This is an optimization exercise on Yosys and OpenROAD, whose aim is small area, a short achievable clock period and few clock cycles per item, not a production implementation. In this exercise RTL edits were held to simulation tests only and were not proved equivalent to the original.

==> design/flow/config.mk <==
export PLATFORM = sky130hd
export DESIGN_NAME = rational_arithmetic_unit
export DESIGN_NICKNAME = rational_arithmetic_unit
export VERILOG_FILES = /design/flow/design.v
export SDC_FILE = /design/flow/constraint.sdc
export NUM_CORES = 4
export LEC_CHECK = 0
export CAP_MARGIN = 20
export CORE_MARGIN = 2
export CORE_UTILIZATION = 75
export SLEW_MARGIN = 20
==> design/flow/constraint.sdc <==
create_clock -name core_clock -period 13.0 [get_ports {clk}]
set_input_delay 2.6000 -clock core_clock [delete_from_list [all_inputs] [get_ports {clk}]]
set_output_delay 2.6000 -clock core_clock [all_outputs]
set_load 0.01 [all_outputs]
==> design/flow/design.v <==
`default_nettype none
package rau_pkg;
	localparam int DW = 64;
	localparam logic [2:0] OP_ADD = 3'd0;
	localparam logic [2:0] OP_SUB = 3'd1;
	localparam logic [2:0] OP_MUL = 3'd2;
	localparam logic [2:0] OP_DIV = 3'd3;
	localparam logic [2:0] OP_NEG = 3'd4;
	localparam logic [2:0] OP_ABS = 3'd5;
	localparam logic [1:0] ST_OK       = 2'd0;
	localparam logic [1:0] ST_DIVZERO  = 2'd1;
	localparam logic [1:0] ST_OVERFLOW = 2'd2;
	typedef struct packed {
		logic load;
		logic mul_x;
		logic mul_y;
		logic mul_d;
		logic comb;
		logic gcd_init;
		logic gcd_step;
		logic div_init;
		logic div_step;
		logic emit;
	} cmd_t;
	typedef struct packed {
		logic early;
		logic mag_zero;
		logic gcd_done;
		logic div_done;
		logic out_free;
	} sts_t;
endpackage
`default_nettype wire
`default_nettype none
module rau_ctrl (
	input  wire          clk,
	input  wire          arst_n,
	input  wire          s_valid,
	output logic         s_ready,
	input  wire  [125:0] s_data,
	input  wire  [2:0]   s_op,
	input  wire          take,
	output logic         full,
	output logic [63:0]  n_val,
	output logic [61:0]  d_val,
	output logic         n_neg,
	output logic         special,
	output logic [1:0]   special_st
);
	localparam logic [1:0] F_IDLE = 2'd0, F_RUN = 2'd1, F_FULL = 2'd2;
	logic [125:0] cap_q;
	logic [2:0]   op_q;
	logic         cap_v;
	always_ff @(posedge clk) begin
		cap_q <= s_data;
		op_q  <= s_op;
	end
	wire [31:0] an = cap_q[31:0];
	wire [30:0] ad = cap_q[62:32];
	wire [31:0] bn = cap_q[94:63];
	wire [30:0] bd = cap_q[125:95];
	logic       sp;
	logic [1:0] sp_st;
	always_comb begin
		sp = 1'b0;
		sp_st = 2'd0;
		if (op_q > 3'd5) begin
			sp = 1'b1;
		end else if (ad == '0) begin
			sp = 1'b1;
			sp_st = 2'd1;
		end else if (!op_q[2] && bd == '0) begin
			sp = 1'b1;
			sp_st = 2'd1;
		end else if (op_q == 3'd3 && bn == '0) begin
			sp = 1'b1;
			sp_st = 2'd1;
		end
	end
	wire op01 = (op_q[2:1] == 2'b00);
	wire op45 = op_q[2];
	logic [31:0] qa, qc;
	logic        fa, fb, fc;
	always_comb begin
		qa = {1'b0, bd};
		qc = {1'b0, bd};
		if (op45) begin
			qa = 32'd1;
			qc = 32'd1;
		end else if (op_q[1:0] == 2'd2) begin
			qa = bn;
		end else if (op_q[1:0] == 2'd3) begin
			qc = bn;
		end
		fa = !op01 && (an[31] ^ ((op_q == 3'd2) && bn[31]));
		fb = (op_q[1:0] == 2'd1);
		fc = (op_q == 3'd3) && bn[31];
	end
	logic [1:0] st_q, st_d;
	logic [3:0] cnt_q, cnt_d;
	logic       sp_q;
	logic [1:0] spst_q;
	logic       sgn_q, op01_q;
	wire start = cap_v && ((st_q == F_IDLE) || (st_q == F_FULL && take));
	always_comb begin
		st_d = st_q;
		cnt_d = cnt_q + 4'd1;
		case (st_q)
			F_RUN:   if (cnt_q == 4'd15) st_d = F_FULL;
			F_FULL:  if (take) st_d = F_IDLE;
			default: ;
		endcase
		if (start) begin
			st_d = F_RUN;
			cnt_d = sp ? 4'd15 : 4'd0;
		end
	end
	always_ff @(posedge clk or negedge arst_n) begin
		if (!arst_n) begin
			st_q    <= F_IDLE;
			cap_v   <= 1'b0;
			s_ready <= 1'b0;
		end else begin
			st_q    <= st_d;
			cap_v   <= s_valid && !s_ready;
			s_ready <= (st_d == F_RUN) && (cnt_d == 4'd15);
		end
	end
	function automatic logic [2:0] bsel(input logic [31:0] q, input logic [3:0] j, input logic f);
		logic [32:0] qe;
		logic [2:0]  w;
		logic        ng, one, two;
		qe = {q, 1'b0};
		w = qe[2*j +: 3];
		one = w[1] ^ w[0];
		two = (w == 3'b011) || (w == 3'b100);
		ng = w[2] && !(w[1] && w[0]);
		bsel = {ng ^ f, two, one};
	endfunction
	logic [2:0] da_q, db_q, dc_q;
	always_ff @(posedge clk) begin
		cnt_q <= cnt_d;
		if (st_d == F_RUN) begin
			da_q <= bsel(qa, cnt_d, fa);
			db_q <= op01 ? bsel({1'b0, ad}, cnt_d, fb) : 3'b000;
			dc_q <= bsel(qc, cnt_d, fc);
		end
		if (start) begin
			sp_q   <= sp;
			spst_q <= sp_st;
			op01_q <= op01;
			sgn_q  <= (op_q[2:1] == 2'b01) ? (an[31] ^ bn[31]) :
			          (op_q == 3'd4) ? !an[31] : 1'b0;
		end
	end
	function automatic logic [34:0] bpp(input logic [31:0] mc, input logic [2:0] d);
		logic [34:0] m;
		m = d[0] ? {{3{mc[31]}}, mc} : d[1] ? {{2{mc[31]}}, mc, 1'b0} : 35'd0;
		bpp = d[2] ? ~m : m;
	endfunction
	logic [34:0] hn_q;
	logic [31:0] ln_q;
	logic [33:0] hd_q;
	logic [31:0] ld_q;
	wire [34:0] ppa = bpp(an, da_q);
	wire [34:0] ppb = bpp(bn, db_q);
	wire [34:0] ppc = bpp({1'b0, ad}, dc_q);
	wire [34:0] n_sum = hn_q + ppa + ppb + {34'd0, da_q[2]} + {34'd0, db_q[2]};
	wire [33:0] d_sum = hd_q + ppc[33:0] + {33'd0, dc_q[2]};
	always_ff @(posedge clk) begin
		if (start) begin
			hn_q <= '0;
			hd_q <= '0;
		end else if (st_q == F_RUN) begin
			hn_q <= {{2{n_sum[34]}}, n_sum[34:2]};
			ln_q <= {n_sum[1:0], ln_q[31:2]};
			hd_q <= {{2{d_sum[33]}}, d_sum[33:2]};
			ld_q <= {d_sum[1:0], ld_q[31:2]};
		end
	end
	assign full       = (st_q == F_FULL);
	assign n_val      = {hn_q[31:0], ln_q};
	assign d_val      = {hd_q[29:0], ld_q};
	assign n_neg      = op01_q ? hn_q[31] : sgn_q;
	assign special    = sp_q || (n_val == '0);
	assign special_st = spst_q;
endmodule
`default_nettype wire
`default_nettype none
module rau_datapath (
	input  wire         clk,
	input  wire         arst_n,
	input  wire         full,
	output logic        take,
	input  wire  [63:0] n_val,
	input  wire  [61:0] d_val,
	input  wire         n_neg,
	input  wire         special,
	input  wire  [1:0]  special_st,
	output logic        out_valid,
	input  wire         out_ready,
	output logic [31:0] out_r_num,
	output logic [30:0] out_r_den,
	output logic [1:0]  out_status
);
	logic [63:0] u_q;
	logic [62:0] v_q;
	logic [31:0] m11, m21, m12, m22;
	logic        run_q, pend_q, done_q, c2v_q;
	logic [1:0]  sts_q, pst_q;
	assign take = full && !run_q && !pend_q;
	wire out_free = !done_q || out_ready;
	wire        u0 = u_q[0];
	wire        v0 = v_q[0];
	wire [63:0] d1 = u_q - {1'b0, v_q};
	wire        ge = !d1[63];
	wire        eq = (u_q == {1'b0, v_q});
	wire [63:0] x  = u0 ? d1 : u_q;
	wire        both_even = !u0 && !v0;
	logic [1:0] sh;
	always_comb begin
		if (both_even || x[1]) sh = 2'd0;
		else if (x[2])         sh = 2'd1;
		else if (x[3])         sh = 2'd2;
		else                   sh = 2'd3;
	end
	wire [63:0] x1   = {x[63], x[63:1]};
	logic [63:0] y;
	always_comb begin
		case (sh)
			2'd0: y = x1;
			2'd1: y = {{1{x1[63]}}, x1[63:1]};
			2'd2: y = {{2{x1[63]}}, x1[63:2]};
			default: y = {{3{x1[63]}}, x1[63:3]};
		endcase
	end
	wire        yfix = y[63] && y[0];
	wire [63:0] u_nx = yfix ? {~y[63:1], 1'b1} : y;
	wire [31:0] c12 = c2v_q ? m12 : 32'd0;
	wire [31:0] c22 = c2v_q ? m22 : 32'd1;
	function automatic logic shl_ovf(input logic [31:0] t, input logic [1:0] k);
		case (k)
			2'd0: shl_ovf = (t[31:30] != {2{t[31]}});
			2'd1: shl_ovf = (t[31:29] != {3{t[31]}});
			2'd2: shl_ovf = (t[31:28] != {4{t[31]}});
			default: shl_ovf = (t[31:27] != {5{t[31]}});
		endcase
	endfunction
	wire        sel1 = !u0 || ge;
	wire [31:0] t1 = sel1 ? m11 : c12;
	wire [31:0] t2 = sel1 ? m21 : c22;
	wire [31:0] c1n = (t1 << 1) << sh;
	wire [31:0] c2n = (t2 << 1) << sh;
	wire        ovf_a = shl_ovf(m11, sh) || shl_ovf(m21, sh);
	wire        ovf_b = shl_ovf(c12, sh) || shl_ovf(c22, sh);
	wire        ovf_c1 = sel1 ? ovf_a : ovf_b;
	wire [32:0] s1 = {m11[31], m11} + {c12[31], c12};
	wire [32:0] s2 = {m21[31], m21} + {c22[31], c22};
	wire        ovf_c2 = (s1[32] != s1[31]) || (s2[32] != s2[31]);
	logic [5:0]  t_q;
	logic        blo_q;
	logic [62:0] tmask;
	always_comb begin
		for (int i = 0; i < 63; i++) tmask[i] = (i >= t_q);
	end
	wire bl_hit = ((v_q & tmask) == '0);
	wire [31:0] hi_or = (n_val[63] ? ~n_val[63:32] : n_val[63:32]) | {2'b00, d_val[61:32]};
	logic [5:0] t_ld;
	always_comb begin
		t_ld = 6'd0;
		for (int i = 0; i < 32; i++) if (hi_or[i]) t_ld = 6'(i + 1);
	end
	wire st_odd  = u0 && v0;
	wire st_ueven = !u0 && v0;
	wire fin     = st_odd && (eq || ovf_c2 || ovf_c1);
	wire fin_ovf = st_odd && (ovf_c2 || (ovf_c1 && !eq));
	wire ue_ovf  = st_ueven && (ovf_c1 || ovf_c2);
	wire stop    = fin || ue_ovf || blo_q;
	always_ff @(posedge clk or negedge arst_n) begin
		if (!arst_n) begin
			run_q  <= 1'b0;
			pend_q <= 1'b0;
			done_q <= 1'b0;
		end else begin
			if (run_q && stop) begin
				run_q  <= 1'b0;
				done_q <= 1'b1;
			end else begin
				if (done_q && out_ready) done_q <= 1'b0;
				if ((take || pend_q) && !run_q) begin
					run_q  <= out_free;
					pend_q <= !out_free;
				end
			end
		end
	end
	always_ff @(posedge clk) begin
		if (take) begin
			t_q   <= special ? 6'd0 : t_ld;
			blo_q <= 1'b0;
		end else if (run_q) begin
			if (both_even && t_q != 6'd0) t_q <= t_q - 6'd1;
			blo_q <= bl_hit;
		end
		if (take) begin
			u_q   <= special ? 64'd1 : (n_val[0] && n_val[63]) ? {~n_val[63:1], 1'b1} : n_val;
			v_q   <= special ? 63'd1 : {1'b0, d_val};
			m11   <= special ? 32'd0 : n_neg ? 32'hffff_ffff : 32'd1;
			m21   <= 32'd0;
			pst_q <= special_st;
		end else if (run_q) begin
			if (both_even) begin
				u_q <= u_nx;
				v_q <= {1'b0, v_q[62:1]};
			end else if (!v0) begin
				u_q   <= {1'b0, v_q};
				v_q   <= u_q[62:0];
				m11   <= c12;
				m21   <= c22;
				m12   <= m11;
				m22   <= m21;
			end else begin
				u_q <= u_nx;
				if (u0 && !ge) v_q <= u_q[62:0];
				m11 <= c1n;
				m21 <= c2n;
				if (u0) begin
					m12 <= s1[31:0];
					m22 <= s2[31:0];
				end
			end
			if (fin_ovf || ue_ovf || blo_q) begin
				m12   <= 32'd0;
				m22   <= 32'd1;
				sts_q <= 2'd2;
			end else if (fin) begin
				sts_q <= pst_q;
			end
		end
	end
	always_ff @(posedge clk or negedge arst_n) begin
		if (!arst_n) begin
			c2v_q <= 1'b0;
		end else if (take) begin
			c2v_q <= 1'b0;
		end else if (run_q && ((v0 && u0) || (!v0 && !both_even) || ue_ovf)) begin
			c2v_q <= 1'b1;
		end
	end
	assign out_valid  = done_q;
	assign out_r_num  = m12;
	assign out_r_den  = m22[30:0];
	assign out_status = sts_q;
endmodule
`default_nettype wire
`default_nettype none
module rational_arithmetic_unit
#(
	parameter int WIDTH = 32
) (
	input  wire          clk,
	input  wire          arst_n,
	input  wire          s_axis_tvalid,
	output logic         s_axis_tready,
	input  wire  [127:0] s_axis_tdata,   
	input  wire  [2:0]   s_axis_tuser,   
	output logic         m_axis_tvalid,
	input  wire          m_axis_tready,
	output logic [63:0]  m_axis_tdata,   
	output logic [1:0]   m_axis_tuser    
);
	logic        full, take, n_neg, special;
	logic [1:0]  special_st;
	logic [63:0] n_val;
	logic [61:0] d_val;
	logic [31:0] r_num;
	logic [30:0] r_den;
	rau_ctrl u_ctrl (
		.clk      (clk),
		.arst_n   (arst_n),
		.s_valid  (s_axis_tvalid),
		.s_ready  (s_axis_tready),
		.s_data   (s_axis_tdata[125:0]),
		.s_op     (s_axis_tuser),
		.take     (take),
		.full     (full),
		.n_val    (n_val),
		.d_val    (d_val),
		.n_neg    (n_neg),
		.special    (special),
		.special_st (special_st)
	);
	rau_datapath u_dp (
		.clk        (clk),
		.arst_n     (arst_n),
		.full       (full),
		.take       (take),
		.n_val      (n_val),
		.d_val      (d_val),
		.n_neg      (n_neg),
		.special      (special),
		.special_st   (special_st),
		.out_valid  (m_axis_tvalid),
		.out_ready  (m_axis_tready),
		.out_r_num  (r_num),
		.out_r_den  (r_den),
		.out_status (m_axis_tuser)
	);
	assign m_axis_tdata = {1'b0, r_den, r_num};
endmodule
`default_nettype wire
==> design/flow/run.sh <==
#!/bin/bash
# synth_recipe.tcl (not shown) runs the flow's synth.tcl, then flattens the netlist and writes it again
# the make line also repeats each setting of config.mk as NAME=value (left out here)
make -C /OpenROAD-flow-scripts/flow DESIGN_CONFIG=/design/flow/config.mk WORK_HOME=/design/flow/orfs CLKGATE_MAP_FILE= SYNTH_SCRIPT=/design/flow/synth_recipe.tcl finish
==> results of run 1 <==
==> synth_stat cells, drive strengths merged (125+ instances only) <==
cell type	count	share of area
a22oi	127	0.022
clkbuf	270	0.023
mux2i	196	0.044
nor2	366	0.031
nand3	158	0.018
a21oi	317	0.036
nand2	562	0.048
ha	211	0.060
o21ai	333	0.038
xnor2	240	0.047
inv	218	0.018
edfxtp	309	0.21
a21o	125	0.021
dfxtp	231	0.10
==> through the flow <==
stage	setup WS (ns)	utilization	area [µm²]
after floorplan	6.86	-	44300
after global placement	7.17	0.786	46100
after detailed placement	7.06	0.786	46100
after CTS	7.03	0.820	48100
after global routing	6.58	0.820	48100
final	6.86	0.820	48100
==> worst register-to-register path, delay by kind of cell (launching register included) <==
family                   cells  cell delay (ns)
AO/OA/AOI/OAI                6             1.64
buffers and inverters        2             1.37
multiplexers                 1             0.41
adder cells (fa/ha/maj)      1             0.44
AND/OR/NAND/NOR              5             1.54
flip-flops                   1             0.32
==> routing by layer <==
| metal | vias up | GRT usage | part of all wire |
|---|---|---|---|
| met4 | 4 | 0.362 | 0.088 |
| li1 | 19200 | - | - |
| met5 | - | 0 | 0.00041 |
| met3 | 1148 | 0.129 | 0.14 |
| met2 | 4300 | 0.792 | 0.44 |
| met1 | 20500 | 0.613 | 0.33 |
==> registers in the layout, summed over array words and instances, names as in the netlist, 32 cells and up <==
name          flops
u_dp.m21         32
u_ctrl.ln_q      32
u_dp.v_q         63
u_ctrl.hn_q      33
u_ctrl.ld_q      32
u_ctrl.hd_q      32
u_dp.m12         32
u_dp.m11         32
u_dp.u_q         64
u_dp.m22         32
u_ctrl.cap_q    126
==> final cells by class <==
cell class              instances  area, µm²
fillers                      3345      10500
inverters                     221        830
well taps                     773        967
clock inverters                35        355
multi-input cells            4049      27700
repair buffers                262       2470
clock buffers                  77       1660
diodes                          1       2.50
flip-flops and latches        548      14100
==> kinds of logic (layout without fill, tap and decap cells) <==
group / count (synthesis) / in the layout / synth area share
DFF: 548 / 548 / 0.319
adders and majority gates: 249 / 249 / 0.0768
other: 1 / 2 / 0.0000847
muxes: 253 / 253 / 0.0629
xor gates and xnor gates: 358 / 358 / 0.0708
and+or+nand+nor: 1614 / 1614 / 0.171
buffers and inverters: 613 / 595 / 0.0574
AOI/OAI and AO/OA: 1574 / 1574 / 0.243
==> worst max-delay path by stage <==
stage | endpoint | depth (start not counted)
4_1_cts | u_dp.m12[16] | 15
3_5_place_dp | u_dp.m22[12] | 15
3_3_place_gp | u_dp.m22[13] | 15
5_1_grt | u_ctrl.hn_q[31] | 19
2_1_floorplan | u_dp.m12[0] | 19
6_report | u_dp.m22[15] | 15
==> impl_metrics.json, run 1 <==
{
  "status": "complete, no violations",
  "hp-class": "reg -> reg",
  "relSlewSlack": 0.225,
  "clkTransAtPathRegs_ns": 0.07,
  "overflow": 0,
  "setup_violations": 0,
  "r2r-start": "u_dp.v_q[0]",
  "final_common_cell": "nand2_1",
  "antenna_found_initial": 5,
  "fin_tns_setup_ns": 0,
  "maxCapViolations": 0,
  "finClkSkew_ns": 0.0261,
  "vias": 45100,
  "syn_inst": 5210,
  "port_buffers": 199,
  "cts_buffer_depth": 3,
  "worst_setup_path_start_kind": "register",
  "ys_async_sr_fraction": 0.0146,
  "cp_max_fo": 65,
  "grt_pass1_wl_um": 243000,
  "postRouteAntennaNets": 0,
  "route.detailed.drc": 0,
  "hold_end": "u_dp.pst_q[0]",
  "critPathSlowestCell": "buf_4",
  "crit_required_ns": 13.29,
  "pin_count": 203,
  "worstPathCellList": "buf_4 > ha_1 > nor2b_1 > o31ai_1 > a21o_1 > and3b_4 > a211o_1 > a211o_1 > nand4_1 > nand2_4 > mux2i_1 > o221ai_1 > nand2b_2 > o21a_2 > buf_4",
  "rows": 89,
  "rrSetupSlack_ns": 6.86,
  "cts_made_buffers": 59,
  "min_path_cells": 0,
  "min_from": "u_ctrl.spst_q[0]",
  "htreeDepth": 2,
  "syn_area_mm2": 0.0443,
  "max_freq_mhz": 163,
  "wl_per_cell_um": 26.9,
  "dp_hpwl_um": 109000,
  "clkLatencyLatePin_ns": 0.67,
  "syn_to_final_growth_pct": 8.74,
  "period_share": 0.473,
  "die_w_um": 247,
  "ff2ff_path_depth": 15,
  "synthesis.nets": 5594,
  "drt_wl_total_um": 160000,
  "grt_max_degree": 78,
  "critical_path.top_delay_family": "compound AO/OA/AOI/OAI gates",
  "post_cts_buffers": 0,
  "place_inst": 5852,
  "critPathKind": "reg -> reg",
  "cts_root_buf": "clkbuf_16",
  "ys_ff_latch": 548,
  "via_per_inst": 7.57,
  "worstMarginPinSlew_ns": 1.16,
  "die_area_mm2": 0.0610,
  "drt_iter0_markers": 7873,
  "hold_slack_ns": 0.448,
  "grt.total_usage": 0.508,
  "die_h_um": 247,
  "rsz0062_at_grt": "false",
  "seq_area_frac_synth": 0.319,
  "firstDrtPassIters": 15,
  "grt_pass1_vias": 42800,
  "initial_utilization": 0.754,
  "cts_resized": 0,
  "ctsHoldBuffers": 0,
  "worst_setup_path_end_kind": "register",
  "cts.sinks": 548,
  "min_period_ns": 6.14,
  "cpPeakStageDelay_ns": 0.76,
  "crit_buf_inv": 2,
  "cts_tree": "yes",
  "core-area_mm2": 0.0587,
  "ys_warn_count": 2,
  "worstPathArrival_ns": 6.43,
  "ys.flop_type": "edfxtp_1",
  "drive_gt1_frac": 0.0574,
  "finalNonFillerCells": 5966,
  "fin_nets": 5525,
  "synth_area_per_cell_um2": 8.50,
  "final_cell_mix": "555 x nand2_1, 359 x nor2_1, 315 x a21oi_1, 309 x edfxtp_1, 308 x o21ai_0",
  "startpoint": "u_dp.v_q[0]",
  "regToRegEndpoint": "u_dp.m22[15]",
  "synth-edff-count": 309,
  "final-hold-violation-count": 0,
  "synth_cell_types": 100,
  "finalMaxSlewViolations": 0,
  "gp_congestion": 1.07
}
Testbench counts, summed over its fixed seeds: cycles 70,685, items 3,200.
==> inputs of run 2 (changes only) <==
--- a/design/flow/design.v
+++ b/design/flow/design.v
@@ -257,25 +257,12 @@
 	wire [32:0] s1 = {m11[31], m11} + {c12[31], c12};
 	wire [32:0] s2 = {m21[31], m21} + {c22[31], c22};
 	wire        ovf_c2 = (s1[32] != s1[31]) || (s2[32] != s2[31]);
-	logic [5:0]  t_q;
-	logic        blo_q;
-	logic [62:0] tmask;
-	always_comb begin
-		for (int i = 0; i < 63; i++) tmask[i] = (i >= t_q);
-	end
-	wire bl_hit = ((v_q & tmask) == '0);
-	wire [31:0] hi_or = (n_val[63] ? ~n_val[63:32] : n_val[63:32]) | {2'b00, d_val[61:32]};
-	logic [5:0] t_ld;
-	always_comb begin
-		t_ld = 6'd0;
-		for (int i = 0; i < 32; i++) if (hi_or[i]) t_ld = 6'(i + 1);
-	end
 	wire st_odd  = u0 && v0;
 	wire st_ueven = !u0 && v0;
 	wire fin     = st_odd && (eq || ovf_c2 || ovf_c1);
 	wire fin_ovf = st_odd && (ovf_c2 || (ovf_c1 && !eq));
 	wire ue_ovf  = st_ueven && (ovf_c1 || ovf_c2);
-	wire stop    = fin || ue_ovf || blo_q;
+	wire stop    = fin || ue_ovf;
 	always_ff @(posedge clk or negedge arst_n) begin
 		if (!arst_n) begin
 			run_q  <= 1'b0;
@@ -296,13 +283,6 @@
 	end
 	always_ff @(posedge clk) begin
 		if (take) begin
-			t_q   <= special ? 6'd0 : t_ld;
-			blo_q <= 1'b0;
-		end else if (run_q) begin
-			if (both_even && t_q != 6'd0) t_q <= t_q - 6'd1;
-			blo_q <= bl_hit;
-		end
-		if (take) begin
 			u_q   <= special ? 64'd1 : (n_val[0] && n_val[63]) ? {~n_val[63:1], 1'b1} : n_val;
 			v_q   <= special ? 63'd1 : {1'b0, d_val};
 			m11   <= special ? 32'd0 : n_neg ? 32'hffff_ffff : 32'd1;
@@ -329,7 +309,7 @@
 					m22 <= s2[31:0];
 				end
 			end
-			if (fin_ovf || ue_ovf || blo_q) begin
+			if (fin_ovf || ue_ovf) begin
 				m12   <= 32'd0;
 				m22   <= 32'd1;
 				sts_q <= 2'd2;
==> design/flow/flow/run.sh (new file) <==
#!/bin/bash
# The standard layout (standard.sh, unchanged synthesis and steps), with one
# change: the buffers that buffer_ports puts on every input and output port are
# sky130_fd_sc_hd__buf_1 instead of the tool's default choice.
# The make output of the whole layout goes to standard_flow.log here; each ORFS
# step also keeps its own log under orfs/logs/.
set -euo pipefail
export BUFFER_PORTS_ARGS="-buffer_cell sky130_fd_sc_hd__buf_1"
bash standard.sh finish > standard_flow.log 2>&1
==> design/flow/standard.sh (new file) <==
#!/bin/bash
# synth_recipe.tcl (not shown) runs the flow's synth.tcl, then flattens the netlist and writes it again
# the make line also repeats each setting of config.mk as NAME=value (left out here)
make -C /OpenROAD-flow-scripts/flow DESIGN_CONFIG=/design/flow/config.mk WORK_HOME=/design/flow/orfs CLKGATE_MAP_FILE= SYNTH_SCRIPT=/design/flow/synth_recipe.tcl "${@:-finish}"
--- a/design/flow/config.mk
+++ b/design/flow/config.mk
@@ -7,5 +7,5 @@
 export LEC_CHECK = 0
 export CAP_MARGIN = 20
 export CORE_MARGIN = 2
-export CORE_UTILIZATION = 75
+export CORE_UTILIZATION = 40
 export SLEW_MARGIN = 20
removed: design/flow/run.sh
==> impl_metrics.json, run 2 <==
{
  "layout.area.seq_mm2": 0.0139,
  "syn_area_mm2": 0.0421,
  "synthTopCellsByCount": "491 x nand2_1, 361 x nor2_1, 330 x o21ai_0, 325 x a21oi_1, 303 x edfxtp_1",
  "maxCapViolations": 0,
  "finalMaxSlewViolations": 0,
  "grt_max_degree": 128,
  "ctsHoldBuffers": 0,
  "fin_ws_ns": 7.03,
  "htreeDepth": 2,
  "period_share": 0.459,
  "cp_max_fo": 68,
  "post_cts_buffers": 0,
  "die_area_mm2": 0.108,
  "drive_gt1_frac": 0.0642,
  "yosysMostFrequentCell": "nand2_1",
  "synth_cell_types": 91,
  "drt_wl_total_um": 142000,
  "seq_area_frac_synth": 0.330,
  "grt_pass1_vias": 36000,
  "synth_compound_area_frac": 0.231,
  "synth-simple-area-share": 0.155,
  "reg_top3": "u_ctrl.cap_q x126, u_dp.u_q x64, u_dp.v_q x63",
  "worst_setup_path_end_kind": "register",
  "muxShareOfSynthArea": 0.0871,
  "fin_nets": 5175,
  "grt_pass1_wl_um": 218000,
  "dpl-instance-area_mm2": 0.0438,
  "place_inst": 6121,
  "crit_top_cell": "buf_4",
  "multi_input_area_mm2": 0.0261,
  "antenna_found_initial": 4,
  "stdcell_area_mm2": 0.0460,
  "status": "complete, no violations",
  "overflow": 0,
  "finalNonFillerCells": 6238,
  "route.detailed.drc": 0,
  "die_w_um": 328,
  "yosys.area_share.adder": 0.0796,
  "die_h_um": 328,
  "worstPathCellList": "buf_4 > inv_2 > ha_1 > nor2b_1 > o31a_1 > o2111a_1 > nor4_4 > o211ai_4 > a311oi_4 > o2bb2ai_4 > buf_4 > o21ba_4 > a22oi_1 > o21ai_0",
  "ys_ff_latch": 541,
  "ys_async_sr_fraction": 0.0148,
  "hold_slack_ns": 0.435,
  "synth_top_area_frac": 0.216,
  "ys.flop_type": "edfxtp_1",
  "synth.area.top_cells": "edfxtp_1 22%, dfxtp_1 11%, ha_1 6.2%",
  "finClkSkew_ns": 0.0404,
  "clkTransAtPathRegs_ns": 0.06,
  "cts_root_buf": "clkbuf_16",
  "critical_path.top_delay_family": "compound AO/OA/AOI/OAI gates",
  "final_common_cell": "nand2_1",
  "vias": 37600,
  "via_per_inst": 6.03,
  "syn_inst": 4791,
  "hp-class": "reg -> reg",
  "wl_per_cell_um": 22.8,
  "pin_count": 203,
  "cts_tree": "yes",
  "fin_tns_setup_ns": 0,
  "synth_top_family_by_area": "compound AO/OA/AOI/OAI gates",
  "clkLatencyLatePin_ns": 0.69,
  "firstDrtPassIters": 9,
  "crit_required_ns": 13.52,
  "min_period_ns": 5.97,
  "critPathKind": "reg -> reg",
  "synth-edff-count": 303,
  "setup_violations": 0,
  "final_cell_mix": "489 x nand2_1, 352 x nor2_1, 329 x o21ai_0, 324 x a21oi_1, 303 x edfxtp_1",
  "postRouteAntennaNets": 0,
  "core-area_mm2": 0.105,
  "worstPathArrival_ns": 6.48,
  "syn_to_final_growth_pct": 9.35,
  "synth_area_per_cell_um2": 8.79,
  "drt_iter0_markers": 3394,
  "cpPeakStageDelay_ns": 0.85,
  "dp_hpwl_um": 105000,
  "gp_congestion": 0.977,
  "top_register": "u_ctrl.cap_q",
  "fill_cells": 10500,
  "crit_buf_inv": 3,
  "grt.total_usage": 0.258,
  "final-hold-violation-count": 0,
  "pre_cts_slack_ns": 7.04,
  "largest_reg_flops": 126,
  "synthXorXnorAreaFrac": 0.0651,
  "worstMarginPinSlew_ns": 1.12,
  "cts_resized": 0,
  "synthesis.nets": 5171,
  "cts_buffer_depth": 3,
  "synth_area_leader_cell": "edfxtp_1",
  "worst_setup_path_start_kind": "register",
  "port_buffers": 199,
  "cts_made_buffers": 61,
  "critPathSlowestCell": "buf_4",
  "max_freq_mhz": 168,
  "rsz0062_at_grt": "false",
  "cts.sinks": 541,
  "rows": 119,
  "relSlewSlack": 0.252,
  "ys_warn_count": 2,
  "initial_utilization": 0.402
}
## run 2: cell types whose count changed after synthesis, moves of 25 or more
| cell | previous run | this run |
|---|---|---|
| mux4_2 | 16 | 55 |
| a211oi_1 | 92 | 56 |
| a22oi_1 | 127 | 173 |
| a222oi_1 | 62 | 4 |
| nand2_1 | 561 | 491 |
| xor2_1 | 118 | 83 |
| a21o_1 | 125 | 97 |
| nand3_1 | 158 | 90 |
| a22o_1 | 4 | 37 |
| and3_1 | 60 | 35 |
| clkbuf_1 | 269 | 219 |
## run 2: final timing paths
path | startpoint | cells after the start | slack [ns] | endpoint
worst max-delay path | u_dp.u_q[0] | 14 | 7.03 | u_dp.v_q[60]
worst min-delay path | u_ctrl.s_ready | 1 | 0.44 | u_ctrl.cap_v
worst max register to register | u_dp.u_q[0] | 14 | 7.03 | u_dp.v_q[60]
worst min register to register | u_ctrl.s_ready | 1 | 0.44 | u_ctrl.cap_v
max in group asynchronous | arst_n | 1 | 10.20 | u_dp.c2v_q
min in group asynchronous | arst_n | 1 | 2.07 | u_ctrl.s_ready
## run 2: metrics by stage
step,util
global route,0.439
finish,0.439
floorplan,-
CTS,0.439
global placement,0.418
detailed placement,0.418
## run 2: cell type report
type,count,area share
Sequential cell,541,0.302
Multi-Input combinational cell,3723,0.568
Tap cell,1391,0.0378
Clock buffer,84,0.0401
Clock inverter,30,0.00802
Timing Repair Buffer,265,0.0278
Inverter,203,0.0166
Antenna cell,1,0.0000543
## run 2: metal layers
layer  up-vias  part of all wire  global-route usage
li1      17800                 -                   -
met1     18100              0.42               0.342
met2      1443              0.46               0.416
met3       271             0.075              0.0396
met4         4             0.046               0.113
met5         -           0.00015                   0
## run 2: logic make-up after synthesis
| family | Yosys count |
|---|---|
| XOR/XNOR | 313 |
| adder cells (fa/ha/maj) | 245 |
| other | 1 |
| buffers and inverters | 527 |
| AND/OR/NAND/NOR | 1400 |
| flip-flops | 541 |
| AO/OA/AOI/OAI | 1469 |
| multiplexers | 295 |
Testbench counts of run 2, summed over its fixed seeds: cycles 71,838, items 3,200.

-- port drivers added, routing unchanged --
In the flow no input, the clock included, has a driving cell. The finished layouts below were timed again as built, in two steps. Step 1 sets driving cells, clkbuf_16 on the clock port and buf_2 on the other inputs (assumed; they add their load-dependent delay and slew). Step 2 also shifts input and output timing later by t, the mid clock arrival at the registers, as if the neighbouring blocks saw the same clock. Three values: ideal, step 1, step 2; two values: the first two.
run	t (ns)	setup slack, ns	latest minus earliest clock arrival (ns)	slew at the worst register clock pin (ns)
run 1	0.729	6.857 / 6.857 / 6.857	0.026 / 0.026	0.08 / 0.08
run 2	0.743	7.035 / 7.035 / 7.035	0.040 / 0.040	0.07 / 0.07
After both steps every run listed still meets setup and hold.
